Source: an optimization exercise on an open RTL-to-GDS flow (aim: small area). Production flows keep margins and buffers that such runs may drop.
The RTL was checked by simulation tests, not by an equivalence proof against the original design.
No activity file was given, so power comes from the tool's default toggle rates.

$ cat flow/flow/run.sh
#!/bin/bash
# Layout flow: the standard flow (standard.sh, unchanged synthesis and
# steps) with two settings changed:
#  - port buffers are sky130_fd_sc_hd__buf_1 (every port still gets one);
#  - the clock tree is built from clkbuf_4/clkbuf_8 without dummy loads,
#    with sink clusters of up to 14 flip-flops.
# Each tool's full output stays in orfs/logs/; make's output goes to
# flow_make.log in the work folder.
set -euo pipefail
export BUFFER_PORTS_ARGS="-buffer_cell sky130_fd_sc_hd__buf_1"
export CTS_ARGS="-sink_clustering_enable -repair_clock_nets -dont_use_dummy_load -buf_list {sky130_fd_sc_hd__clkbuf_4 sky130_fd_sc_hd__clkbuf_8} -sink_clustering_size 14 -sink_clustering_max_diameter 60"
bash standard.sh finish > flow_make.log 2>&1
$ cat flow/standard.sh
#!/bin/bash
# synth_recipe.tcl (not shown) runs the flow's synth.tcl, then flattens the netlist and writes it again
# the make line also repeats each setting of config.mk as NAME=value (left out here)
make -C /OpenROAD-flow-scripts/flow DESIGN_CONFIG=/design/flow/config.mk WORK_HOME=/design/flow/orfs CLKGATE_MAP_FILE= SYNTH_SCRIPT=/design/flow/synth_recipe.tcl "${@:-finish}"
$ cat flow/config.mk
export PLATFORM = sky130hd
export DESIGN_NAME = core_top
export DESIGN_NICKNAME = core_top
export VERILOG_FILES = /design/flow/design.v
export SDC_FILE = /design/flow/constraint.sdc
export NUM_CORES = 4
export LEC_CHECK = 0
export CAP_MARGIN = 20
export CORE_MARGIN = 2
export CORE_UTILIZATION = 55
export PLACE_DENSITY = 0.7
export SLEW_MARGIN = 20
export SYNTH_HIERARCHICAL = 1
export SYNTH_MINIMUM_KEEP_SIZE = 0
$ cat flow/constraint.sdc
create_clock -name core_clock -period 8.0 [get_ports {clk}]
set_input_delay 1.6000 -clock core_clock [delete_from_list [all_inputs] [get_ports {clk}]]
set_output_delay 1.6000 -clock core_clock [all_outputs]
set_load 0.01 [all_outputs]
$ cat flow/design.v
`timescale 1ns/10ps
`default_nettype none
package core_pkg;
    typedef logic [20-1:0] word_t;     
    typedef logic [3-1:0] reg_addr_t;  
    localparam word_t HALF_MASK = word_t'({10{1'b1}});  
    typedef enum logic [6-1:0] {
        OP_TRAP  = 6'd0,
        OP_NOP   = 6'd1,
        OP_NOT   = 6'd8,
        OP_AND   = 6'd9,
        OP_OR    = 6'd10,
        OP_XOR   = 6'd11,
        OP_SHFTR = 6'd12,
        OP_SHFTL = 6'd13,
        OP_ROTR  = 6'd14,
        OP_ROTL  = 6'd15,
        OP_SWAP  = 6'd16,
        OP_INC   = 6'd17,
        OP_DEC   = 6'd18,
        OP_ADD   = 6'd19,
        OP_SUB   = 6'd21,
        OP_EQ    = 6'd23,
        OP_GT    = 6'd24,
        OP_LT    = 6'd25
    } opcode_e;
    typedef enum logic [1:0] {
        PH_FETCH,
        PH_DECODE,
        PH_EXECUTE,
        PH_WRITE_BACK
    } phase_e;
endpackage
`default_nettype wire
`timescale 1ns/10ps
`default_nettype none
module rf_bit (
    input  logic q,
    input  logic a,
    input  logic sel_a,
    input  logic hold,
    input  logic nw,
    input  logic nsw,
    output logic d
);
    assign d = ~((nw | nsw) & ~((a & sel_a) | (hold & q)));
endmodule
module ao3n (
    input  logic s0, d0, s1, d1, s2, d2,
    output logic y
);
    assign y = ~((s0 & d0) | (s1 & d1) | (s2 & d2));
endmodule
module ao2n (
    input  logic s0, d0, s1, d1,
    output logic y
);
    assign y = ~((s0 & d0) | (s1 & d1));
endmodule
module rd_bit8 (
    input  logic [7:0] s,
    input  logic [7:0] d,
    output logic       y
);
    logic t0, t1, t2;
    ao3n i_t0 (.s0(s[0]), .d0(d[0]), .s1(s[1]), .d1(d[1]), .s2(s[2]), .d2(d[2]), .y(t0));
    ao3n i_t1 (.s0(s[3]), .d0(d[3]), .s1(s[4]), .d1(d[4]), .s2(s[5]), .d2(d[5]), .y(t1));
    assign t2 = ~((s[6] & d[6]) | (s[7] & d[7]));
    assign y = ~(t0 & t1 & t2);
endmodule
module rd_bit9 (
    input  logic [8:0] s,
    input  logic [8:0] d,
    output logic       y
);
    logic t0, t1, t2;
    ao3n i_t0 (.s0(s[0]), .d0(d[0]), .s1(s[1]), .d1(d[1]), .s2(s[2]), .d2(d[2]), .y(t0));
    ao3n i_t1 (.s0(s[3]), .d0(d[3]), .s1(s[4]), .d1(d[4]), .s2(s[5]), .d2(d[5]), .y(t1));
    ao3n i_t2 (.s0(s[6]), .d0(d[6]), .s1(s[7]), .d1(d[7]), .s2(s[8]), .d2(d[8]), .y(t2));
    assign y = ~(t0 & t1 & t2);
endmodule
module rd_bit10 (
    input  logic [9:0] s,
    input  logic [9:0] d,
    output logic       y
);
    logic t0, t1, t2;
    ao3n i_t0 (.s0(s[0]), .d0(d[0]), .s1(s[1]), .d1(d[1]), .s2(s[2]), .d2(d[2]), .y(t0));
    ao3n i_t1 (.s0(s[3]), .d0(d[3]), .s1(s[4]), .d1(d[4]), .s2(s[5]), .d2(d[5]), .y(t1));
    ao3n i_t2 (.s0(s[6]), .d0(d[6]), .s1(s[7]), .d1(d[7]), .s2(s[8]), .d2(d[8]), .y(t2));
    assign y = ~(t0 & t1 & t2 & ~(s[9] & d[9]));
endmodule
`default_nettype wire
`timescale 1ns/10ps
`default_nettype none
module alu_lu (
    input  logic       a,
    input  logic       b,
    input  logic [3:0] ntt,
    output logic       nl
);
    assign nl = ntt[{a, b}];
endmodule
module alu_rsel (
    input  logic nl,
    input  logic sr,
    input  logic sri,
    input  logic sl,
    input  logic sli,
    input  logic ar,
    input  logic s,
    output logic r
);
    assign r = ~(nl & ~((sr & sri) | (sl & sli)) & ~(ar & s));
endmodule
`default_nettype wire
`timescale 1ns/10ps
`default_nettype none
module core_top (
    input  logic        clk,
    input  logic        reset,
    input  logic [19:0] instruction,
    input  logic        load_en,
    input  logic [2:0]  load_addr,
    input  logic [2:0]  rd_addr,
    input  logic [19:0] load_data,
    output logic [19:0] rd_data,
    output logic        fetch_enable,
    output logic        decode_enable,
    output logic        execute_enable,
    output logic        write_back_enable,
    output logic        trap_mode,
    output logic        zero_flag,
    output logic        sign_flag,
    output logic        carry_flag
);
    logic [1:0] ph;
    always_ff @(posedge clk) begin
        ph[0] <= ~reset & ~ph[1];
        ph[1] <= ~reset & ph[0];
    end
    wire ph_f = ~ph[1] & ~ph[0];
    wire ph_d = ~ph[1] &  ph[0];
    wire ph_w =  ph[1] & ~ph[0];
    assign fetch_enable      = ph_f & ~trap_mode;
    assign decode_enable     = ph_d & ~trap_mode;
    assign execute_enable    = ph[1] & ph[0] & ~trap_mode;
    assign write_back_enable = ph_w & ~trap_mode;
    logic [5:0] opc;
    logic       half;
    logic [2:0] src1, dst1, dst2;
    always_ff @(posedge clk) begin
        src1 <= instruction[13:11];           
        if (ph_f) begin
            opc  <= instruction[19:14];
            half <= instruction[1];
            dst1 <= instruction[7:5];
            dst2 <= instruction[4:2];
        end
    end
    always_ff @(posedge clk) begin
        if (reset)                          trap_mode <= 1'b0;
        else if (decode_enable && opc == 6'd0) trap_mode <= 1'b1;
    end
    logic [19:0] regs [8];
    logic [7:0] rsel_ext;
    always_comb
        for (int i = 0; i < 8; i++) rsel_ext[i] = rd_addr == 3'(i);
    for (genvar k = 0; k < 20; k++) begin : g_rd
        logic [7:0] col;
        for (genvar i = 0; i < 8; i++) begin : g_col
            assign col[i] = regs[i][k];
        end
        rd_bit8 i_rd (.s(rsel_ext), .d(col), .y(rd_data[k]));
    end
    wire [2:0] ra     = ph_f ? instruction[10:8] : src1;
    wire [5:0] iop    = instruction[19:14];
    wire       f_inv  = iop == 6'd21 || iop == 6'd23 || iop == 6'd24 || iop == 6'd25 || iop == 6'd18;
    wire       f_zero = iop == 6'd17 || iop == 6'd18;
    wire       byp    = load_en & (load_addr == instruction[10:8]);
    wire       hm     = ph_f ? instruction[1] : half;
    wire       rd_on  = ph_f ? ~f_zero & ~byp : ph_d;
    wire       ld_on  = ph_f & ~f_zero & byp;
    wire       ph_e   = ph[1] & ph[0];
    logic [19:0] xv;
    logic [19:0] r1;
    logic [9:0]  isel_lo;
    logic [8:0]  isel_hi;
    always_comb begin
        for (int i = 0; i < 8; i++) begin
            isel_lo[i] = rd_on & (ra == 3'(i));
            isel_hi[i] = isel_lo[i] & ~hm;
        end
        isel_lo[8] = ld_on;
        isel_hi[8] = ld_on & ~hm;
        isel_lo[9] = ph_e;
    end
    for (genvar k = 0; k < 20; k++) begin : g_x
        if (k < 10) begin : g_lo
            logic [9:0] col;
            for (genvar i = 0; i < 8; i++) begin : g_col
                assign col[i] = regs[i][k];
            end
            assign col[8] = load_data[k];
            assign col[9] = r1[k];
            rd_bit10 i_x (.s(isel_lo), .d(col), .y(xv[k]));
        end else begin : g_hi
            logic [8:0] col;
            for (genvar i = 0; i < 8; i++) begin : g_col
                assign col[i] = regs[i][k];
            end
            assign col[8] = load_data[k];
            rd_bit9 i_x (.s(isel_hi), .d(col), .y(xv[k]));
        end
    end
    wire [19:0] xb = xv ^ {20{ph_f & f_inv}};
    logic [19:0] opa, opb;
    always_ff @(posedge clk) begin
        if (ph_f)      opb       <= xb;
        else if (ph_e) opb[9:0]  <= xb[9:0];    
        if (ph_d)      opa       <= xv;
    end
    wire o_not  = opc == 6'd8;
    wire o_and  = opc == 6'd9;
    wire o_or   = opc == 6'd10;
    wire o_xor  = opc == 6'd11;
    wire o_shr  = opc == 6'd12;
    wire o_shl  = opc == 6'd13;
    wire o_ror  = opc == 6'd14;
    wire o_rol  = opc == 6'd15;
    wire o_swap = opc == 6'd16;
    wire o_inc  = opc == 6'd17;
    wire o_dec  = opc == 6'd18;
    wire o_add  = opc == 6'd19;
    wire o_sub  = opc == 6'd21;
    wire o_eq   = opc == 6'd23;
    wire o_gt   = opc == 6'd24;
    wire o_lt   = opc == 6'd25;
    wire o_cmpb = o_sub | o_eq | o_gt | o_lt;        
    wire o_arith = o_inc | o_dec | o_add | o_cmpb;
    wire y_inv  = o_cmpb | o_dec;
    wire y_use  = o_add | o_cmpb;
    wire cin    = o_inc | o_sub | o_eq | o_lt;
    wire [19:0] yv  = opb;
    logic        c10;
    logic [20:0] cy;
    logic [20:0] sum;
    always_comb begin
        cy[0] = cin;
        for (int i = 0; i < 20; i++) begin
            if (i == 10) cy[10] = c10;
            sum[i]  = opa[i] ^ yv[i] ^ cy[i];
            cy[i+1] = (opa[i] & yv[i]) | (cy[i] & (opa[i] ^ yv[i]));
        end
        sum[20] = cy[20];
    end
    logic c10_x;
    always_comb c10_x = (opa[9] & yv[9]) | (cy[9] & (opa[9] ^ yv[9]));
    always_ff @(posedge clk) c10 <= c10_x;
    wire a_top = half ? opa[9] : opa[19];
    wire [19:0] shr = {1'b0, opa[19:1]};
    wire [19:0] shl = {opa[18:0], 1'b0};
    logic [3:0] tt;
    always_comb begin
        tt = 4'b0000;
        if (o_not)  tt = 4'b0011;
        if (o_and)  tt = 4'b1000;
        if (o_or)   tt = 4'b1110;
        if (o_xor)  tt = 4'b0110;
        if (o_swap) tt = 4'b1010;
    end
    wire o_logic = o_not | o_and | o_or | o_xor | o_swap;
    wire o_sr = o_shr | o_ror;
    wire o_sl = o_shl | o_rol;
    wire [3:0] ntt = ~(tt & {4{o_logic}});
    for (genvar i = 0; i < 20; i++) begin : g_alu
        logic sri, sli, nl;
        if (i == 19)     assign sri = o_ror & ~half & opa[0];
        else if (i == 9) assign sri = opa[10] | (o_ror & half & opa[0]);
        else             assign sri = opa[i+1];
        if (i == 0)      assign sli = o_rol & a_top;
        else             assign sli = opa[i-1];
        alu_lu   i_lu (.a(opa[i]), .b(opb[i]), .ntt(ntt), .nl(nl));
        alu_rsel i_rs (.nl(nl), .sr(o_sr), .sri(sri), .sl(o_sl), .sli(sli), .ar(o_arith),
            .s(sum[i]), .r(r1[i]));
    end
    wire [19:0] r1m = {r1[19:10] & {10{~half}}, opb[9:0]};
    wire writes  = o_not | o_and | o_or | o_xor | o_shr | o_shl | o_ror | o_rol |
                   o_swap | o_inc | o_dec | o_add | o_sub;
    wire z_upd   = writes & ~o_swap | o_eq;
    wire s_upd   = writes & ~o_swap | o_gt | o_lt;
    wire c_upd   = o_shr | o_shl | o_inc | o_dec | o_add | o_sub;
    wire cout_w  = half ? c10 : sum[20];
    wire z_val   = r1m == 20'd0;
    wire s_val   = o_gt ? sum[20] : o_lt ? ~sum[20] : (half ? r1m[9] : r1m[19]);
    wire c_val   = o_shr ? opa[0] : o_shl ? a_top : (o_sub | o_dec) ? ~sum[20] : cout_w;
    always_ff @(posedge clk) begin
        if (reset) begin
            zero_flag  <= 1'b0;
            sign_flag  <= 1'b0;
            carry_flag <= 1'b0;
        end else if (write_back_enable) begin
            if (z_upd) zero_flag  <= z_val;
            if (s_upd) sign_flag  <= s_val;
            if (c_upd) carry_flag <= c_val;
        end
    end
    wire        wb_w = write_back_enable & writes;
    wire [19:0] nwbus = ~({20{~reset}} & (wb_w ? r1m : load_data));
    logic [7:0]  sel_a, nsel_w, hold;
    always_comb
        for (int i = 0; i < 8; i++) begin
            logic sw;
            sel_a[i]  = ~reset & wb_w & o_swap & (dst2 == 3'(i));
            sw        = reset | (wb_w ? ((dst1 == 3'(i)) & ~sel_a[i]) : (load_en & (load_addr == 3'(i))));
            nsel_w[i] = ~sw;
            hold[i]   = ~(sel_a[i] | sw);
        end
    logic [19:0] rnext [8];
    for (genvar i = 0; i < 8; i++) begin : g_rf
        for (genvar k = 0; k < 20; k++) begin : g_bit
            rf_bit i_b (.q(regs[i][k]), .a(opa[k]), .sel_a(sel_a[i]), .hold(hold[i]),
                .nw(nwbus[k]), .nsw(nsel_w[i]), .d(rnext[i][k]));
        end
    end
    always_ff @(posedge clk)
        for (int i = 0; i < 8; i++) regs[i] <= rnext[i];
endmodule
`default_nettype wire
==> results of run 1 <==
-- worst max path at each step --
| stage | to | slack [ns] | start |
|---|---|---|---|
| final | opb[9] | 2.16 | opc[1] |
| after global routing | opb[9] | 1.88 | opc[1] |
| after CTS | opb[9] | 2.25 | opc[1] |
| after detailed placement | regs[6][19] | 2.23 | opa[10] |
| after global placement | regs[6][19] | 2.28 | opa[10] |
| after floorplan | regs[2][19] | 2.69 | opa[10] |
-- synth_stat cells, drive strengths merged (11+ instances only) --
cell type	count	area share, %
a21o	24	1.6
a21oi	15	0.65
a222oi	100	8.7
a22oi	201	13
clkbuf	13	0.42
dfxtp	171	30
edfxtp	52	14
fa	20	3.5
inv	25	0.81
mux4	20	3.9
nand2	74	2.4
nand3	54	2.3
nand3b	11	0.72
nand4	11	0.60
nor2	35	1.2
nor3	21	0.91
o21ai	165	7.2
xnor2	26	2.0
-- Yosys stat by module, one instance, submodules excluded, a selection --
module    cell area (um2)  cells inside  times used
rd_bit9             5.005             1          10
core_top             7355           566           1
alu_rsel            16.27             3          20
rd_bit8             12.51             2          20
ao3n                10.01             1         100
rd_bit10            10.01             2          10
-- state kept, by name, indices dropped and copies added (netlist names), 2 cells and up --
name / flops
dst1: 3
opc: 6
src1: 3
opb: 20
ph: 2
opa: 20
dst2: 3
regs: 160
-- routing by layer --
metal | global-route usage (%) | vias up
met3 | 11.90 | 271
met5 | 0 | -
met2 | 62.64 | 1037
met1 | 52.91 | 5538
li1 | - | 4956
met4 | 27.48 | 0
-- kinds of logic after synthesis --
| kind of cell | count (synthesis) |
|---|---|
| adder cells (fa/ha/maj) | 24 |
| multiplexers | 26 |
| XOR/XNOR | 26 |
| AO/OA/AOI/OAI | 527 |
| AND/OR/NAND/NOR | 265 |
| buffers and inverters | 45 |
| flip-flops | 223 |
-- cell type report --
class / instances / area, um2 / area share [%]
Sequential cell: 223 / 4985 / 38.75
Tap cell: 270 / 337.8 / 2.626
Clock buffer: 23 / 316.6 / 2.461
Timing Repair Buffer: 115 / 614.3 / 4.775
Multi-Input combinational cell: 868 / 6518 / 50.66
Inverter: 25 / 93.84 / 0.7294
-- report_power, final --
group	leakage [nW]	switching, mW	total, mW	internal, mW
clock	0.165	0.384	0.640	0.255
sequential	1.94	0.135	1.41	1.27
combinational	2.29	0.289	0.467	0.178
total	4.40	0.808	2.51	1.70
-- layout by cell type, fill, tap and decap left out, types with 4 or more instances in the layout --
cell type / instances
dfxtp_1: 171
clkbuf_8: 23
o21ai_1: 161
a21oi_1: 13
buf_1: 74
nor3b_1: 4
nor2b_1: 10
nor4_1: 6
buf_4: 37
mux2i_1: 5
edfxtp_1: 52
inv_1: 24
nand3_1: 54
and3b_1: 6
nor2_2: 4
nor2_1: 31
mux4_2: 20
a22oi_1: 201
a21o_1: 24
nor3_2: 8
fa_1: 20
o21ai_0: 4
nand2_1: 74
nor3_1: 10
xnor2_1: 26
ha_1: 4
a222oi_1: 100
nand2b_1: 8
nand3b_1: 11
nand4_1: 11
-- through the flow --
| stage | hold WS, ns | std cells | util, % | setup slack [ns] | power, mW |
|---|---|---|---|---|---|
| 3_5_place_dp | 0.4385 | 1500 | 61.22 | 2.229 | 1.871 |
| 3_3_place_gp | 0.4300 | 1498 | 61.02 | 2.275 | 1.855 |
| 6_report | 0.4672 | 1524 | 62.97 | 2.159 | 2.512 |
| 2_1_floorplan | 0.4168 | 1136 | - | 2.690 | 1.681 |
| 5_1_grt | 0.5118 | 1524 | 62.97 | 1.878 | 2.601 |
| 4_1_cts | 0.4617 | 1523 | 62.77 | 2.248 | 2.489 |
-- worst register-to-register path, delay by kind of cell, from the launching register on --
family / cells / cell delay (ns)
adders and majority gates: 10 / 3.76
buffers and inverters: 4 / 0.29
and+or+nand+nor: 5 / 0.71
xor gates and xnor gates: 1 / 0.09
DFF: 1 / 0.64
AOI/OAI and AO/OA: 1 / 0.07
==> results.json, run 1 <==
{
  "hold_path_depth": 1,
  "cts-root-buf": "clkbuf_8",
  "routed_wl_um": 46820,
  "grt_usage_pct": 41.78,
  "dr_wl_met3_um": 6798,
  "worst_pin_slew_ns": 1.298,
  "coreArea_um2": 20430,
  "clkTransAtPathRegs_ns": 0.09,
  "synth_nets": 1209,
  "dpl.hpwl_um": 27590,
  "port_buffers": 75,
  "first_global_vias": 11310,
  "die-area_um2": 22140,
  "initial_core_util_pct": 56.46,
  "hp-start": "ph[1]",
  "antenna_found_initial": 0,
  "setup-violations-final": 0,
  "ir_drop_uv": 159.6,
  "cp_num_buf_inv": 4,
  "die_x_um": 148.8,
  "path_cells": "nor2b_1 > nor3_1 > fa_1 > fa_1 > fa_1 > fa_1 > fa_1 > fa_1 > fa_1 > inv_1 > fa_1 > inv_1 > fa_1 > inv_1 > fa_1 > inv_1 > a22oi_1 > nand3_1 > nand2_1 > nand4_1 > xnor2_1",
  "slew_headroom_pct": 12.99,
  "synth.mux.area_fraction_pct": 4.437,
  "yosys.area_share.adder_pct": 3.905,
  "design_area_um2": 12860,
  "synth-compound-area-share_pct": 32.84,
  "viasPerCell": 7.744,
  "period_share_pct": 73.01,
  "ys.flop_type": "dfxtp_1",
  "synth_top_family_by_area": "compound AO/OA/AOI/OAI gates",
  "place_area_um2": 12510,
  "cp_common_cell": "fa_1",
  "hold_class": "reg -> reg",
  "end_kind": "flip-flop",
  "period_minus_slack_ns": 5.841,
  "leakage_nw": 4.399,
  "clock.fmax_ghz": 0.1712,
  "cts-hold-fix-buffers": 0,
  "grt_start_max_net_pins": 37,
  "status": "timing/DRC/antenna clean",
  "antenna_left": 0,
  "cts_max_level": 1,
  "drtPass1Iterations": 7,
  "r2r_cells": 21,
  "grt_pass1_wl_um": 68570,
  "whs_endpoint": "ph[0]",
  "met1Wirelength_um": 16420,
  "synthCells": 1136,
  "synth_area_per_cell_um2": 10.15,
  "synth-simple-area-share_pct": 12.03,
  "startpoint_type": "flip-flop",
  "async_reset_ff_share_pct": 0,
  "critPathKind": "reg -> reg",
  "synth_area_um2": 11530,
  "cap_violations": 0,
  "met2WireLength_um": 20130,
  "setup_tns_ns": 0,
  "first_iter_violations": 2019,
  "clock_sinks": 223,
  "r2r_start": "opc[1]",
  "dieHeight_um": 148.8,
  "r2r_end": "opb[9]",
  "ys.warnings.count": 10,
  "nFillCells": 1754,
  "slew_viol_final": 0,
  "fin_skew_ns": 0.05168,
  "arrival_ns": 6.11,
  "layout-drive-gt1-share_pct": 9.410,
  "drc": 0,
  "clk_latency_ns": 0.57,
  "grt-ovfl-total": 0,
  "rrSetupSlack_ns": 2.16,
  "clock_path_buffers": 3,
  "nets": 1329,
  "cp_top_family": "adder cells",
  "yosysUniqueCellTypes": 60,
  "final-hold-violation-count": 0,
  "rsz0062_at_grt": "no",
  "io_pins": 77,
  "cellPowerDensity_nw_per_um2": 195.3,
  "vias": 11800,
  "yosysSeqAreaShare_pct": 43.22,
  "rows": 52,
  "layout-area-overhead-vs-synth_pct": 11.54,
  "place.gp.congestion": 0.9355,
  "tritoncts": "done",
  "post_drt_wl_per_cell_um": 30.72,
  "cp_max_fo": 15,
  "cp.depth": 21,
  "cts-resized-gates": 0,
  "synthXorXnorAreaFrac_pct": 1.974,
  "synth_edf_count": 52,
  "slowest_stage": "edfxtp_1",
  "diodes": 0,
  "numCtsBuffers": 23,
  "top_layer": "met4",
  "cts_setup_buffers": 0,
  "max_stage_delay_ns": 0.64,
  "ys_ff_latch": 223,
  "required_ns": 8.27
}
==> inputs of run 2 (changes only) <==
==> flow/flow/run.sh (replaced) <==
#!/bin/bash
# Layout flow: the standard flow (standard.sh, unchanged synthesis and
# steps) with these settings changed:
#  - port buffers are sky130_fd_sc_hd__buf_1 (every port still gets one);
#  - the clock tree is built from clkbuf_4/clkbuf_8 without dummy loads,
#    with sink clusters of up to 16 flip-flops.
# Each tool's full output stays in orfs/logs/; make's output goes to
# flow_make.log in the work folder.
set -euo pipefail
export BUFFER_PORTS_ARGS="-buffer_cell sky130_fd_sc_hd__buf_1"
export CTS_ARGS="-sink_clustering_enable -repair_clock_nets -dont_use_dummy_load -buf_list {sky130_fd_sc_hd__clkbuf_4 sky130_fd_sc_hd__clkbuf_8} -sink_clustering_size 16 -sink_clustering_max_diameter 80"
bash standard.sh finish > flow_make.log 2>&1
--- a/flow/config.mk
+++ b/flow/config.mk
@@ -7,8 +7,8 @@
 export LEC_CHECK = 0
 export CAP_MARGIN = 20
 export CORE_MARGIN = 2
-export CORE_UTILIZATION = 55
-export PLACE_DENSITY = 0.7
+export CORE_UTILIZATION = 65
+export PLACE_DENSITY = 0.8
 export SLEW_MARGIN = 20
 export SYNTH_HIERARCHICAL = 1
 export SYNTH_MINIMUM_KEEP_SIZE = 0
==> run 2 against run 1 <==
Compared with the run above: cell count shrank 3.4%; design area is 1.8% lower; combinational power fell by 1%; critical endpoint unchanged; register-to-register slack lost 0.06 ns; hold slack gained 0.0094 ns; sequential share of layout area grew 0.73 points; sequential cell count unchanged; first-iteration DRC count up 9.4%; critical path depth did not move; synthesized cell count unchanged; via count grew 1.5%; maximum frequency shrank 1.0%.
==> results.json, run 2 <==
{
  "first_iter_violations": 2209,
  "clock_sinks": 223,
  "period_share_pct": 73.78,
  "synth_area_leaders": "dfxtp_1, edfxtp_1, a22oi_1, a222oi_1, o21ai_1",
  "yosysSeqAreaShare_pct": 43.22,
  "first_global_vias": 11750,
  "cts_setup_buffers": 0,
  "swShare_pct": 32.32,
  "critPathKind": "reg -> reg",
  "yosysUniqueCellTypes": 60,
  "dpl.hpwl_um": 26350,
  "end_kind": "flip-flop",
  "async_reset_ff_share_pct": 0,
  "antenna_left": 0,
  "combinationalPowerShare_pct": 19.1,
  "power_switching_mw": 0.7836,
  "total_power_mw": 2.424,
  "die_x_um": 137.2,
  "leakage_nw": 4.308,
  "yosysTopAreaCell": "dfxtp_1",
  "required_ns": 8.25,
  "cp_common_cell": "fa_1",
  "synth_edf_count": 52,
  "status": "timing/DRC/antenna clean",
  "antenna_found_initial": 0,
  "arrival_ns": 6.15,
  "synth_common_cells": "a22oi_1, dfxtp_1, o21ai_1, a222oi_1, nand2_1",
  "clock.fmax_ghz": 0.1694,
  "final_common_cell": "a22oi_1",
  "utilization_pct": 73.00,
  "p_seq_share_pct": 57.9,
  "ir_drop_uv": 159.8,
  "numCtsBuffers": 17,
  "io_pins": 77,
  "tritoncts": "done",
  "ys_ff_latch": 223,
  "synth_nets": 1209,
  "pwr-share-clk_pct": 23.0,
  "internal-power_mw": 1.641,
  "cts-resized-gates": 0,
  "max_stage_delay_ns": 0.66,
  "layout-area-overhead-vs-synth_pct": 9.481,
  "clock_path_buffers": 3,
  "setup-violations-final": 0,
  "coreArea_um2": 17300,
  "routed_wl_um": 45050,
  "design_area_um2": 12630,
  "dieHeight_um": 137.2,
  "synth_area_per_cell_um2": 10.15,
  "top_regs": "regs x160, opa x20, opb x20",
  "startpoint_type": "flip-flop",
  "grt-ovfl-total": 0,
  "drc": 0,
  "layout-drive-gt1-share_pct": 8.909,
  "grt_pass1_wl_um": 68010,
  "grt_start_max_net_pins": 37,
  "vias": 11980,
  "grt_usage_pct": 49.04,
  "initial_core_util_pct": 66.68,
  "top_register": "regs",
  "hold_class": "reg -> reg",
  "cts-hold-fix-buffers": 0,
  "layout_common_cells": "a22oi_1, dfxtp_1, o21ai_1, a222oi_1",
  "setup_tns_ns": 0,
  "synthCells": 1136,
  "rsz0062_at_grt": "no",
  "ys.flop_type": "dfxtp_1",
  "viasPerCell": 8.137,
  "nets": 1321,
  "cp_max_fo": 15,
  "drtPass1Iterations": 8,
  "rows": 48,
  "worst_pin_slew_ns": 1.344,
  "clkTransAtPathRegs_ns": 0.12,
  "period_minus_slack_ns": 5.903,
  "fin_skew_ns": 0.05331,
  "place_area_um2": 12380,
  "ys.warnings.count": 10,
  "final-hold-violation-count": 0,
  "cts-root-buf": "clkbuf_8",
  "cts_max_level": 1,
  "yosys.area.top_type_share_pct": 29.68,
  "slew_viol_final": 0,
  "post_drt_wl_per_cell_um": 30.60,
  "cellPowerDensity_nw_per_um2": 192.0,
  "path_cells": "nor2b_1 > nor3_1 > fa_1 > fa_1 > fa_1 > fa_1 > fa_1 > fa_1 > fa_1 > inv_1 > fa_1 > inv_1 > fa_1 > inv_1 > fa_1 > inv_1 > a22oi_1 > nand3_1 > nand2_1 > nand4_1 > xnor2_1",
  "synth_most_common_cell": "a22oi_1",
  "cap_violations": 0,
  "die-area_um2": 18830,
  "port_buffers": 75,
  "slowest_stage": "edfxtp_1",
  "synth_area_um2": 11530,
  "slew_headroom_pct": 10.43,
  "place.gp.congestion": 0.9733,
  "largest_reg_flops": 160,
  "clk_latency_ns": 0.55
}
-- run 2: power groups by stage --
stage                     Clock [mW]  Sequential (mW)  Combinational, mW
after floorplan                    0             1.38              0.300
after global placement             0             1.42              0.422
after detailed placement           0             1.43              0.438
after CTS                      0.552             1.40              0.439
after global routing           0.590             1.42              0.493
final                          0.558             1.40              0.462
-- run 2: worst paths after layout --
| kind | from | endpoint | slack (ns) | depth (start not counted) |
|---|---|---|---|---|
| setup / recovery | opc[1] | opb[9] | 2.10 | 21 |
| hold / removal | ph[1] | ph[0] | 0.48 | 1 |
| setup reg to reg | opc[1] | opb[9] | 2.10 | 21 |
| hold reg to reg | ph[1] | ph[0] | 0.48 | 1 |
-- run 2: per-module statistics from Yosys, one instance, submodules excluded, a selection --
module | cells | times used | cell area, um2
rd_bit8 | 2 | 20 | 12.51
rd_bit9 | 1 | 10 | 5.005
alu_lu | 1 | 20 | 22.52
core_top | 566 | 1 | 7355
ao3n | 1 | 100 | 10.01
rf_bit | 2 | 160 | 12.51
rd_bit10 | 2 | 10 | 10.01
-- run 2: cell families after synthesis --
group	count (synthesis)	share of synthesized area, %
AO/OA/AOI/OAI	527	32.84
flip-flops	223	43.22
buffers and inverters	45	1.595
adder cells (fa/ha/maj)	24	3.905
multiplexers	26	4.437
AND/OR/NAND/NOR	265	12.03
XOR/XNOR	26	1.974
-- run 2: area by class of cell --
| type | count | area (um2) |
|---|---|---|
| inverter | 25 | 93.84 |
| antenna | 1 | 2.502 |
| timing repair buffer | 113 | 568.0 |
| multi-input combinational | 868 | 6462 |
| tap | 225 | 281.5 |
| clock buffer | 17 | 234.0 |
| sequential | 223 | 4985 |
| fill | 1317 | 4669 |
-- run 2: per-stage QoR --
stage / std cells / setup WS, ns / hold WS [ns]
global route: 1471 / 1.859 / 0.4923
CTS: 1471 / 2.176 / 0.4731
finish: 1472 / 2.097 / 0.4766
floorplan: 1136 / 2.690 / 0.4168
global placement: 1454 / 2.279 / 0.4288
detailed placement: 1454 / 2.228 / 0.4599
-- run 2: critical path, delay by kind of cell, from the launching register on --
kind	cells	cell delay, ns
adder cells (fa/ha/maj)	10	3.72
AND/OR/NAND/NOR	5	0.76
flip-flops	1	0.66
buffers and inverters	4	0.26
XOR/XNOR	1	0.11
AO/OA/AOI/OAI	1	0.07
-- run 2: per-layer routing --
| metal | part of all wire [%] | track usage [%] | vias up |
|---|---|---|---|
| li1 | - | - | 4958 |
| met1 | 33 | 60.36 | 5626 |
| met2 | 42 | 70.95 | 1070 |
| met3 | 16 | 18.62 | 324 |
| met4 | 8.6 | 34.19 | 0 |
| met5 | 0 | 0 | - |
==> inputs of run 3 (changes only) <==
--- a/flow/config.mk
+++ b/flow/config.mk
@@ -7,8 +7,8 @@
 export LEC_CHECK = 0
 export CAP_MARGIN = 20
 export CORE_MARGIN = 2
-export CORE_UTILIZATION = 65
-export PLACE_DENSITY = 0.8
+export CORE_UTILIZATION = 70
+export PLACE_DENSITY = 0.85
 export SLEW_MARGIN = 20
 export SYNTH_HIERARCHICAL = 1
 export SYNTH_MINIMUM_KEEP_SIZE = 0
==> run 3 against run 2 <==
Compared with the run above: hold slack worse by 0.014 ns; sequential cell count stayed put; critical path depth decreased by 5; clock power barely moved; utilization increased by 5.9 points; highest routed layer unchanged.
==> results.json, run 3 <==
{
  "cts_setup_buffers": 0,
  "combinationalPowerShare_pct": 19.4,
  "rows": 46,
  "initial_core_util_pct": 72.08,
  "fin_skew_ns": 0.02076,
  "die-area_um2": 17520,
  "period_minus_slack_ns": 5.932,
  "numCtsBuffers": 17,
  "port_buffers": 75,
  "grt_usage_pct": 50.36,
  "synth_area_per_cell_um2": 10.15,
  "place_area_um2": 12360,
  "arrival_ns": 6.31,
  "rsz0062_at_grt": "no",
  "largest_reg_flops": 160,
  "numPlacedInstances": 1443,
  "cts-hold-fix-buffers": 0,
  "first_iter_violations": 2715,
  "utilization_pct": 78.89,
  "r2r_end": "regs[5][19]",
  "rrSetupSlack_ns": 2.07,
  "cts-resized-gates": 0,
  "setup_tns_ns": 0,
  "ys_ff_latch": 223,
  "status": "timing/DRC/antenna clean",
  "internal-power_mw": 1.642,
  "design_area_um2": 12620,
  "tritoncts": "done",
  "critPathKind": "reg -> reg",
  "io_pins": 77,
  "synth_nets": 1209,
  "hold_class": "reg -> reg",
  "leakage_nw": 4.319,
  "critical_path.endpoint": "regs[5][19]",
  "final_common_cell": "a22oi_1",
  "die_x_um": 132.4,
  "cellPowerDensity_nw_per_um2": 192.7,
  "yosysSeqAreaShare_pct": 43.22,
  "layout-area-overhead-vs-synth_pct": 9.449,
  "yosys.area.top_type_share_pct": 29.68,
  "top_regs": "regs x160, opa x20, opb x20",
  "top_register": "regs",
  "end_kind": "flip-flop",
  "antenna_left": 0,
  "period_share_pct": 74.16,
  "stdcell_count": 1462,
  "grt-ovfl-total": 0,
  "swShare_pct": 32.51,
  "coreArea_um2": 16000,
  "clkTransAtPathRegs_ns": 0.10,
  "ys.flop_type": "dfxtp_1",
  "vias": 12250,
  "slew_viol_final": 0,
  "clock_path_buffers": 3,
  "synthCells": 1136,
  "required_ns": 8.38,
  "async_reset_ff_share_pct": 0,
  "synth_common_cells": "a22oi_1, dfxtp_1, o21ai_1, a222oi_1, nand2_1",
  "viasPerCell": 8.378,
  "cap_violations": 0,
  "cts-root-buf": "clkbuf_8",
  "p_seq_share_pct": 57.8,
  "worst_pin_slew_ns": 1.319,
  "startpoint_type": "flip-flop",
  "antenna_found_initial": 0,
  "yosysUniqueCellTypes": 60,
  "synth_most_common_cell": "a22oi_1",
  "power_switching_mw": 0.7907,
  "ir_drop_uv": 196.0,
  "place.gp.congestion": 0.9888,
  "routed_wl_um": 45360,
  "synth_area_um2": 11530,
  "total_power_mw": 2.433,
  "r2r_start": "opa[10]",
  "first_global_vias": 11890,
  "layout-drive-gt1-share_pct": 8.514,
  "clock.fmax_ghz": 0.1686,
  "slew_headroom_pct": 11.76,
  "drc": 0,
  "synth_area_leaders": "dfxtp_1, edfxtp_1, a22oi_1, a222oi_1, o21ai_1",
  "ys.warnings.count": 10,
  "clk_latency_ns": 0.54,
  "drtPass1Iterations": 10,
  "cts_max_level": 1,
  "setup-violations-final": 0,
  "grt_pass1_wl_um": 67390,
  "grt_start_max_net_pins": 37,
  "layout_common_cells": "a22oi_1, dfxtp_1, o21ai_1, a222oi_1",
  "synth_edf_count": 52,
  "pwr-share-clk_pct": 22.9,
  "nFillCells": 1151,
  "cp_max_fo": 12,
  "post_drt_wl_per_cell_um": 31.03,
  "r2r_cells": 16,
  "clock_sinks": 223,
  "worstSetupStartpoint": "opa[10]",
  "yosysTopAreaCell": "dfxtp_1",
  "nets": 1320,
  "dieHeight_um": 132.4,
  "final-hold-violation-count": 0,
  "dpl.hpwl_um": 27660
}
[run 3: cell count changes in the layout (fill, tap and decap cells not counted), moves of 3 or more]
cell / delta
inv_1: +3
buf_4: -3
and3b_2: -3
and3b_1: +3
[run 3: layout make-up]
cell class	instances	area [um2]	area share (%)
Clock buffer	17	234.0	1.853
Timing Repair Buffer	112	571.8	4.530
Antenna cell	1	2.502	0.01982
Inverter	25	93.84	0.7434
Multi-Input combinational cell	868	6466	51.22
Sequential cell	223	4985	39.49
Tap cell	216	270.3	2.141
[run 3: kinds of logic after synthesis]
family	after synthesis	share of synthesized area, %
AOI/OAI and AO/OA	527	32.84
DFF	223	43.22
adders and majority gates	24	3.905
muxes	26	4.437
and+or+nand+nor	265	12.03
buffers and inverters	45	1.595
xor gates and xnor gates	26	1.974
[run 3: how the worst min path moves through the flow]
stage	startpoint	to	slack [ns]	cells after the start
2_1_floorplan	ph[1]	ph[0]	0.42	1
3_3_place_gp	ph[1]	ph[0]	0.44	1
3_5_place_dp	ph[1]	ph[0]	0.44	1
4_1_cts	ph[1]	ph[0]	0.47	1
5_1_grt	ph[1]	ph[0]	0.48	1
6_report	ph[1]	ph[0]	0.46	1
[run 3: modules after synthesis, one instance, submodules excluded, a selection]
module	flops+latches	cells inside	times used	area [um2]
alu_lu	0	1	20	22.52
alu_rsel	0	3	20	16.27
core_top	223	566	1	7355
rd_bit8	0	2	20	12.51
rd_bit9	0	1	10	5.005
rf_bit	0	2	160	12.51
[run 3: worst max-delay path: stages (launching register included)]
cell and delay [ns]:
edfxtp_1 0.59, fa_1 0.46, fa_1 0.39, fa_1 0.38, fa_1 0.39, fa_1 0.42, fa_1 0.41, fa_1 0.42
fa_1 0.42, fa_1 0.41, fa_1 0.45, a22oi_1 0.18, nand3_1 0.12, nor2b_1 0.17, nand2_1 0.17, a21o_1 0.31
o21ai_1 0.09
[run 3: power by group through the flow]
stage | clock (mW) | combinational [mW] | sequential (mW)
4_1_cts | 0.548 | 0.443 | 1.40
3_5_place_dp | 0 | 0.442 | 1.42
3_3_place_gp | 0 | 0.423 | 1.42
6_report | 0.556 | 0.471 | 1.41
5_1_grt | 0.587 | 0.494 | 1.42
2_1_floorplan | 0 | 0.300 | 1.38
[run 3: metal layers]
metal	part of all wire, %	GRT usage, %	up-vias
met3	17	20.65	430
met4	9.6	35.24	0
met1	31	60.70	5572
met2	41	73.34	1290
li1	-	-	4956
met5	0	0	-
[run 3: stage by stage]
step / setup slack (ns) / hold slack [ns]
floorplan: 2.690 / 0.4168
global placement: 2.259 / 0.4356
detailed placement: 2.166 / 0.4447
CTS: 2.149 / 0.4668
global route: 1.889 / 0.4818
finish: 2.068 / 0.4623
==> inputs of run 4 (changes only) <==
==> flow/flow/run.sh (replaced) <==
#!/bin/bash
# Layout flow: the standard flow (standard.sh, unchanged synthesis and
# steps) with these settings changed:
#  - port buffers are sky130_fd_sc_hd__buf_1 (every port still gets one);
#  - the clock tree is built from clkbuf_4/clkbuf_8 without dummy loads,
#    with sink clusters of up to 16 flip-flops;
#  - after global routing, cells on paths with timing slack to spare are
#    downsized (ORFS RECOVER_POWER step).
# Each tool's full output stays in orfs/logs/; make's output goes to
# flow_make.log in the work folder.
set -euo pipefail
export BUFFER_PORTS_ARGS="-buffer_cell sky130_fd_sc_hd__buf_1"
export RECOVER_POWER=100
export CTS_ARGS="-sink_clustering_enable -repair_clock_nets -dont_use_dummy_load -buf_list {sky130_fd_sc_hd__clkbuf_4 sky130_fd_sc_hd__clkbuf_8} -sink_clustering_size 16 -sink_clustering_max_diameter 80"
bash standard.sh finish > flow_make.log 2>&1
--- a/flow/config.mk
+++ b/flow/config.mk
@@ -7,8 +7,8 @@
 export LEC_CHECK = 0
 export CAP_MARGIN = 20
 export CORE_MARGIN = 2
-export CORE_UTILIZATION = 70
-export PLACE_DENSITY = 0.85
+export CORE_UTILIZATION = 50
+export PLACE_DENSITY = 0.65
 export SLEW_MARGIN = 20
 export SYNTH_HIERARCHICAL = 1
 export SYNTH_MINIMUM_KEEP_SIZE = 0
==> run 4 against run 3 <==
Compared with the run above: now fails the layout checks on capacitance limit, slew limit; routed wire length up 4.0%; first-iteration DRC count down 31%; clock-buffer cell count grew 1; largest cell class unchanged; sequential share of layout area fell by 0.25 points; cell count rose by 4.7%; critical path depth shrank 7; clock power up 5.9%; clock skew rose by 0.024 ns; combinational power is 4.7% lower.
==> results.json, run 4 <==
{
  "status": "failed layout checks",
  "so_faults": "capacitance limit, slew limit",
  "cts-hold-fix-buffers": 0,
  "viasPerCell": 7.675,
  "post_drt_wl_per_cell_um": 30.82,
  "final-hold-violation-count": 0,
  "clock_path_buffers": 3,
  "layout-area-overhead-vs-synth_pct": 10.15,
  "worst_pin_slew_ns": 2.622,
  "synthCells": 1136,
  "ys.flop_type": "dfxtp_1",
  "cts_max_level": 1,
  "die_x_um": 155.9,
  "leakage_nw": 4.277,
  "power_switching_mw": 0.7994,
  "dieHeight_um": 155.9,
  "cap_violations": 14,
  "slew_viol_final": 313,
  "cts-root-buf": "clkbuf_8",
  "critPathKind": "in -> reg",
  "antenna_found_initial": 0,
  "initial_core_util_pct": 50.94,
  "period_minus_slack_ns": 6.718,
  "yosysTopAreaCell": "dfxtp_1",
  "slew_headroom_pct": -75.18,
  "async_reset_ff_share_pct": 0,
  "synth_edf_count": 52,
  "ir_drop_uv": 145.3,
  "coreArea_um2": 22640,
  "period_share_pct": 83.98,
  "tritoncts": "done",
  "cellPowerDensity_nw_per_um2": 192.3,
  "dpl.hpwl_um": 27060,
  "combinationalPowerShare_pct": 18.4,
  "numCtsBuffers": 18,
  "die-area_um2": 24300,
  "startpoint_type": "input port",
  "grt_usage_pct": 38.02,
  "io_pins": 77,
  "p_seq_share_pct": 57.5,
  "synth_most_common_cell": "a22oi_1",
  "utilization_pct": 56.11,
  "routed_wl_um": 47160,
  "synth_nets": 1209,
  "yosys.area.top_type_share_pct": 29.68,
  "fin_skew_ns": 0.04447,
  "arrival_ns": 7.13,
  "largest_reg_flops": 160,
  "ys.warnings.count": 10,
  "diodes": 0,
  "pwr-share-clk_pct": 24.1,
  "first_iter_violations": 1860,
  "clk_latency_ns": 0.55,
  "synth_common_cells": "a22oi_1, dfxtp_1, o21ai_1, a222oi_1, nand2_1",
  "synth_area_leaders": "dfxtp_1, edfxtp_1, a22oi_1, a222oi_1, o21ai_1",
  "dp_worst_setup_slack_ns": 2.222,
  "clock.fmax_ghz": 0.1488,
  "nets": 1320,
  "final_common_cell": "a22oi_1",
  "layout-drive-gt1-share_pct": 7.711,
  "drc": 0,
  "setup_tns_ns": 0,
  "port_buffers": 75,
  "grt_start_max_net_pins": 37,
  "top_register": "regs",
  "grt-ovfl-total": 0,
  "ys_ff_latch": 223,
  "vias": 11740,
  "synth_area_um2": 11530,
  "cts_setup_buffers": 0,
  "clock_sinks": 223,
  "place.gp.congestion": 0.8748,
  "cp_max_fo": 36,
  "fin_ws_ns": 1.282,
  "drtPass1Iterations": 9,
  "antenna_left": 0,
  "end_kind": "flip-flop",
  "internal-power_mw": 1.644,
  "grt_pass1_wl_um": 68610,
  "first_global_vias": 11020,
  "setup-violations-final": 0,
  "nFillCells": 2067,
  "yosysSeqAreaShare_pct": 43.22,
  "swShare_pct": 32.72,
  "rows": 55,
  "required_ns": 8.41,
  "layout_common_cells": "a22oi_1, dfxtp_1, o21ai_0, a222oi_1, nand2_1",
  "hold_class": "reg -> reg",
  "synth_area_per_cell_um2": 10.15,
  "top_regs": "regs x160, opa x20, opb x20",
  "cts-resized-gates": 0,
  "rsz0062_at_grt": "no",
  "clkTransAtPathRegs_ns": 0.11,
  "yosysUniqueCellTypes": 60
}
[run 4: cell counts after synthesis]
No cell type changed its count.
[run 4: modules after synthesis (local to each module, per instance), excerpt]
module | area (um2) | copies in the design | flops+latches
rd_bit10 | 10.01 | 10 | 0
core_top | 7355 | 1 | 223
alu_rsel | 16.27 | 20 | 0
rf_bit | 12.51 | 160 | 0
ao3n | 10.01 | 100 | 0
rd_bit9 | 5.005 | 10 | 0
alu_lu | 22.52 | 20 | 0
[run 4: layout make-up]
cell class	count	area (um2)	area share [%]
well taps	285	356.6	2.807
inverters	25	93.84	0.7386
clock buffers	18	247.7	1.950
repair buffers	111	528.0	4.156
flip-flops and latches	223	4985	39.24
multi-input cells	868	6494	51.11
[run 4: per-layer routing]
metal | vias to the layer above | share of wire [%] | track usage [%] | wire, um
met5 | - | 0 | 0 | 0
met4 | 0 | 6.8 | 22.11 | 3197
met3 | 252 | 13 | 9.806 | 6050
met2 | 912 | 43 | 58.09 | 20430
met1 | 5636 | 37 | 48.94 | 17490
li1 | 4942 | - | - | -
[run 4: kinds of logic after synthesis]
| family | synth area share, % |
|---|---|
| AOI/OAI and AO/OA | 32.84 |
| adders and majority gates | 3.905 |
| DFF | 43.22 |
| and+or+nand+nor | 12.03 |
| xor gates and xnor gates | 1.974 |
| muxes | 4.437 |
| buffers and inverters | 1.595 |
[run 4: path summary, 6_finish.rpt]
| check | from | endpoint | slack, ns | cells past startpoint |
|---|---|---|---|---|
| worst max-delay path | reset | regs[5][10] | 1.28 | 9 |
| worst min-delay path | ph[1] | ph[0] | 0.46 | 1 |
| worst max register to register | ph[0] | opb[19] | 1.88 | 10 |
| worst min register to register | ph[1] | ph[0] | 0.46 | 1 |
[run 4: through the flow]
step	hold WS (ns)	std cells	area (um2)	total power [mW]
2_1_floorplan	0.4168	1136	11530	1.681
5_1_grt	0.4815	1530	12700	2.528
6_report	0.4618	1530	12700	2.443
3_3_place_gp	0.4302	1510	12460	1.858
4_1_cts	0.4638	1528	12710	2.432
3_5_place_dp	0.4381	1510	12460	1.869
[run 4: worst max-delay path, cell delays in order]
cell	delay, ns
clkbuf_2	0.08
clkbuf_1	0.77
nand4b_1	0.64
or2_0	0.36
nor3b_1	2.04
and3b_1	0.33
clkbuf_1	0.74
a22oi_1	0.42
o21ai_0	0.12
[run 4: power groups by stage]
stage	registers (mW)	logic (mW)	clock network [mW]
floorplan	1.38	0.300	0
global placement	1.42	0.435	0
detailed placement	1.43	0.443	0
CTS	1.40	0.444	0.588
global route	1.42	0.482	0.626
finish	1.41	0.449	0.589
==> inputs of run 5 (changes only) <==
--- a/flow/design.v
+++ b/flow/design.v
@@ -273,6 +273,10 @@
     wire o_sr = o_shr | o_ror;
     wire o_sl = o_shl | o_rol;
     wire [3:0] ntt = ~(tt & {4{o_logic}});
+    wire [3:0] ntt_h = ~(tt & {4{o_logic & ~half}});
+    wire o_sr_h = o_sr & ~half;
+    wire o_sl_h = o_sl & ~half;
+    wire o_arith_h = o_arith & ~half;
     for (genvar i = 0; i < 20; i++) begin : g_alu
         logic sri, sli, nl;
         if (i == 19)     assign sri = o_ror & ~half & opa[0];
@@ -280,11 +284,12 @@
         else             assign sri = opa[i+1];
         if (i == 0)      assign sli = o_rol & a_top;
         else             assign sli = opa[i-1];
-        alu_lu   i_lu (.a(opa[i]), .b(opb[i]), .ntt(ntt), .nl(nl));
-        alu_rsel i_rs (.nl(nl), .sr(o_sr), .sri(sri), .sl(o_sl), .sli(sli), .ar(o_arith),
+        alu_lu   i_lu (.a(opa[i]), .b(opb[i]), .ntt(i < 10 ? ntt : ntt_h), .nl(nl));
+        alu_rsel i_rs (.nl(nl), .sr(i < 10 ? o_sr : o_sr_h), .sri(sri),
+            .sl(i < 10 ? o_sl : o_sl_h), .sli(sli), .ar(i < 10 ? o_arith : o_arith_h),
             .s(sum[i]), .r(r1[i]));
     end
-    wire [19:0] r1m = {r1[19:10] & {10{~half}}, opb[9:0]};
+    wire [19:0] r1m = {r1[19:10], opb[9:0]};
     wire writes  = o_not | o_and | o_or | o_xor | o_shr | o_shl | o_ror | o_rol |
                    o_swap | o_inc | o_dec | o_add | o_sub;
     wire z_upd   = writes & ~o_swap | o_eq;
@@ -306,15 +311,15 @@
         end
     end
     wire        wb_w = write_back_enable & writes;
-    wire [19:0] nwbus = ~({20{~reset}} & (wb_w ? r1m : load_data));
+    wire [19:0] nwbus = ~(wb_w ? r1m : load_data);
     logic [7:0]  sel_a, nsel_w, hold;
     always_comb
         for (int i = 0; i < 8; i++) begin
             logic sw;
             sel_a[i]  = ~reset & wb_w & o_swap & (dst2 == 3'(i));
-            sw        = reset | (wb_w ? ((dst1 == 3'(i)) & ~sel_a[i]) : (load_en & (load_addr == 3'(i))));
+            sw        = ~reset & (wb_w ? ((dst1 == 3'(i)) & ~sel_a[i]) : (load_en & (load_addr == 3'(i))));
             nsel_w[i] = ~sw;
-            hold[i]   = ~(sel_a[i] | sw);
+            hold[i]   = ~reset & ~(sel_a[i] | sw);
         end
     logic [19:0] rnext [8];
     for (genvar i = 0; i < 8; i++) begin : g_rf
==> flow/flow/run.sh (replaced) <==
#!/bin/bash
# Layout flow: the standard flow (standard.sh, unchanged synthesis and
# steps) with these settings changed:
#  - port buffers are sky130_fd_sc_hd__buf_1 (every port still gets one);
#  - the clock tree is built from clkbuf_4/clkbuf_8 without dummy loads,
#    with sink clusters of up to 16 flip-flops.
# Each tool's full output stays in orfs/logs/; make's output goes to
# flow_make.log in the work folder.
set -euo pipefail
export BUFFER_PORTS_ARGS="-buffer_cell sky130_fd_sc_hd__buf_1"
export CTS_ARGS="-sink_clustering_enable -repair_clock_nets -dont_use_dummy_load -buf_list {sky130_fd_sc_hd__clkbuf_4 sky130_fd_sc_hd__clkbuf_8} -sink_clustering_size 16 -sink_clustering_max_diameter 80"
bash standard.sh finish > flow_make.log 2>&1
--- a/flow/config.mk
+++ b/flow/config.mk
@@ -7,8 +7,8 @@
 export LEC_CHECK = 0
 export CAP_MARGIN = 20
 export CORE_MARGIN = 2
-export CORE_UTILIZATION = 50
-export PLACE_DENSITY = 0.65
+export CORE_UTILIZATION = 65
+export PLACE_DENSITY = 0.8
 export SLEW_MARGIN = 20
 export SYNTH_HIERARCHICAL = 1
 export SYNTH_MINIMUM_KEEP_SIZE = 0
==> run 5 against run 4 <==
Compared with the run above: the run now finishes clean; routed wire length shrank 4.9%; maximum frequency up 11%; sequential share of layout area grew 0.45 points; design area is 1.1% lower; worst setup slack improved by 0.65 ns; register-to-register slack better by 0.05 ns; hold slack better by 0.012 ns; die area is 23% lower; sequential power is 9% lower; via count up 0.89%; critical path depth up 5; critical path type is now reg -> reg; critical endpoint is now regs[1][19].
==> results.json, run 5 <==
{
  "top_register": "regs",
  "worst_pin_slew_ns": 1.327,
  "period_minus_slack_ns": 6.068,
  "yosysSeqAreaShare_pct": 43.49,
  "viasPerCell": 8.250,
  "yosys.area.top_type_share_pct": 29.87,
  "power_switching_mw": 0.6520,
  "layout-area-overhead-vs-synth_pct": 9.596,
  "ir_drop_uv": 147.4,
  "dieHeight_um": 136.8,
  "cts_max_level": 1,
  "met1Wirelength_um": 14770,
  "cts-resized-gates": 0,
  "numCtsBuffers": 17,
  "drc": 0,
  "cellPowerDensity_nw_per_um2": 170.6,
  "diodes": 0,
  "cts_setup_buffers": 0,
  "grt_pass1_wl_um": 64960,
  "coreArea_um2": 17300,
  "synth_most_common_cell": "a22oi_1",
  "p_seq_share_pct": 59.8,
  "setup_tns_ns": 0,
  "max_stage_delay_ns": 0.62,
  "slew_headroom_pct": 11.04,
  "layout_common_cells": "a22oi_1, dfxtp_1, o21ai_1, a222oi_1, buf_1",
  "tritoncts": "done",
  "rows": 48,
  "startpoint_type": "flip-flop",
  "status": "timing/DRC/antenna clean",
  "drtPass1Iterations": 10,
  "dr_wl_met3_um": 8005,
  "fin_hold_ws_ns": 0.4741,
  "grt_start_max_net_pins": 37,
  "cts-root-buf": "clkbuf_8",
  "multi_input_area_um2": 6441,
  "top_layer": "met4",
  "required_ns": 8.39,
  "antenna_found_initial": 1,
  "clk_latency_ns": 0.54,
  "cp_max_fo": 12,
  "pwr-share-clk_pct": 26.0,
  "synthCells": 1105,
  "post_drt_wl_per_cell_um": 31.22,
  "arrival_ns": 6.46,
  "ys.warnings.count": 10,
  "clock_sinks": 223,
  "dpl.hpwl_um": 26150,
  "top_regs": "regs x160, opa x20, opb x20",
  "rsz0062_at_grt": "no",
  "first_iter_violations": 2332,
  "slew_viol_final": 0,
  "r2r_start": "opa[10]",
  "place.gp.congestion": 0.9346,
  "die-area_um2": 18710,
  "io_pins": 77,
  "synth_area_um2": 11460,
  "largest_reg_flops": 160,
  "ys.flop_type": "dfxtp_1",
  "synth_edf_count": 52,
  "slowest_stage": "edfxtp_1",
  "synth_area_per_cell_um2": 10.37,
  "end_kind": "flip-flop",
  "vias": 11850,
  "synth_area_leaders": "dfxtp_1, edfxtp_1, a22oi_1, a222oi_1, o21ai_1",
  "layout-drive-gt1-share_pct": 9.249,
  "cp_common_cell": "fa_1",
  "critPathKind": "reg -> reg",
  "register_area_um2": 4985,
  "cap_violations": 0,
  "worstSetupStartpoint": "opa[10]",
  "setup-violations-final": 0,
  "yosysTopAreaCell": "dfxtp_1",
  "routed_wl_um": 44840,
  "ys_ff_latch": 223,
  "antenna_left": 0,
  "first_global_vias": 10960,
  "port_buffers": 75,
  "async_reset_ff_share_pct": 0,
  "die_x_um": 136.8,
  "hp-start": "ph[1]",
  "internal-power_mw": 1.491,
  "yosysUniqueCellTypes": 66,
  "met2WireLength_um": 18330,
  "swShare_pct": 30.43,
  "nFillCells": 1342,
  "clkTransAtPathRegs_ns": 0.11,
  "cts-hold-fix-buffers": 0,
  "combinationalPowerShare_pct": 14.3,
  "synth_common_cells": "a22oi_1, dfxtp_1, o21ai_1, a222oi_1, nand3_1",
  "clock_path_buffers": 3,
  "clock.fmax_ghz": 0.1648,
  "fin_skew_ns": 0.01549,
  "final_common_cell": "a22oi_1",
  "period_share_pct": 75.85,
  "grt_usage_pct": 47.55,
  "total_power_mw": 2.143,
  "initial_core_util_pct": 66.26,
  "final-hold-violation-count": 0,
  "leakage_nw": 4.053,
  "synth_nets": 1178,
  "nets": 1286,
  "grt-ovfl-total": 0,
  "path_cells": "fa_1 > fa_1 > fa_1 > fa_1 > fa_1 > fa_1 > fa_1 > fa_1 > fa_1 > fa_1 > a22oi_1 > nand3_1 > mux2i_1 > o21ai_1",
  "hold_class": "reg -> reg"
}
## run 5: cells by family (layout without fill, tap and decap cells)
group	after synthesis	after routing	synth area share, %
and+or+nand+nor	233	233	10.66
adders and majority gates	24	24	3.930
muxes	44	44	6.037
buffers and inverters	41	147	1.550
AOI/OAI and AO/OA	513	513	32.27
DFF	223	223	43.49
xor gates and xnor gates	27	27	2.063
## run 5: routing by layer
| metal | track usage [%] | up-vias |
|---|---|---|
| li1 | - | 4871 |
| met2 | 67.11 | 1170 |
| met3 | 18.89 | 339 |
| met4 | 31.04 | 0 |
| met1 | 60.04 | 5467 |
| met5 | 3.056 | - |
## run 5: path summary, 6_finish.rpt
kind | slack (ns) | end | cells past startpoint
worst max-delay path | 1.93 | regs[1][19] | 14
worst min-delay path | 0.47 | ph[0] | 1
worst max register to register | 1.93 | regs[1][19] | 14
worst min register to register | 0.47 | ph[0] | 1
## run 5: per-stage QoR
| stage | utilization (%) | area [um2] | setup WS [ns] | instances |
|---|---|---|---|---|
| 2_1_floorplan | - | 11460 | 2.644 | 1105 |
| 3_3_place_gp | 70.99 | 12280 | 2.228 | 1417 |
| 3_5_place_dp | 70.99 | 12280 | 2.103 | 1417 |
| 4_1_cts | 72.35 | 12510 | 2.031 | 1434 |
| 5_1_grt | 72.62 | 12560 | 1.851 | 1436 |
| 6_report | 72.62 | 12560 | 1.932 | 1436 |
## run 5: layout make-up
type / instances / area share [%]
Clock buffer: 17 / 1.863
Inverter: 21 / 0.6276
Multi-Input combinational cell: 841 / 51.28
Sequential cell: 223 / 39.69
Tap cell: 225 / 2.241
Timing Repair Buffer: 109 / 4.303
## run 5: power by group through the flow
stage          Combinational, mW  Clock, mW  Sequential, mW
2_1_floorplan              0.182          0            1.27
3_3_place_gp               0.276          0            1.30
3_5_place_dp               0.285          0            1.30
4_1_cts                    0.285      0.552            1.27
5_1_grt                    0.315      0.584            1.29
6_report                   0.306      0.557            1.28
## run 5: worst max-delay path: cells and delay by family (launching register included)
| family | cells | cell delay, ns |
|---|---|---|
| adder cells (fa/ha/maj) | 10 | 4.18 |
| AND/OR/NAND/NOR | 1 | 0.19 |
| multiplexers | 1 | 0.62 |
| AO/OA/AOI/OAI | 2 | 0.32 |
| flip-flops | 1 | 0.62 |
## run 5: per-module statistics from Yosys (local to each module, per instance)
module / copies in the design / cells inside / cell area [um2]
alu_lu: 20 / 1 / 22.52
alu_rsel: 20 / 3 / 16.27
ao3n: 100 / 1 / 10.01
core_top: 1 / 535 / 7282
rd_bit10: 10 / 2 / 10.01
rd_bit8: 20 / 2 / 12.51
rd_bit9: 10 / 1 / 5.005
rf_bit: 160 / 2 / 12.51

-- what the ideal ports hide --
In the flow no input, the clock included, has a driving cell. The finished layouts below were timed again as built, in two steps.
Step 1: set_driving_cell puts a clkbuf_16 on clk and a buf_2 on each other input, an assumption about the parent block.
Step 2 adds t to the input delays and takes it off the output delays; t is the mean of the earliest and latest rising clock arrival at the registers after step 1. Input paths then give back, and output paths get back, about the clock's delay inside the block.
Three values: ideal ports, drivers, drivers and shift; two values: the first two.
run	t (ns)	slack for setup (ns)	worst setup path at the end	clock arrival spread, ns	slew at the worst register clock pin (ns)
run 1	0.589	2.159 / 2.159 / 2.159	register to register	0.052 / 0.052	0.09 / 0.09
run 2	0.564	2.097 / 2.097 / 2.097	register to register	0.054 / 0.053	0.12 / 0.12
run 3	0.572	2.068 / 2.068 / 2.068	register to register	0.021 / 0.021	0.12 / 0.12
run 4	0.573	1.282 / 1.301 / 0.728	input to register	0.056 / 0.056	0.11 / 0.11
run 5	0.575	1.932 / 1.932 / 1.932	register to register	0.017 / 0.017	0.11 / 0.11
For run 4, which loses most, drivers alone change the setup slack by +0.019 ns; drivers and shift together by -0.554 ns.
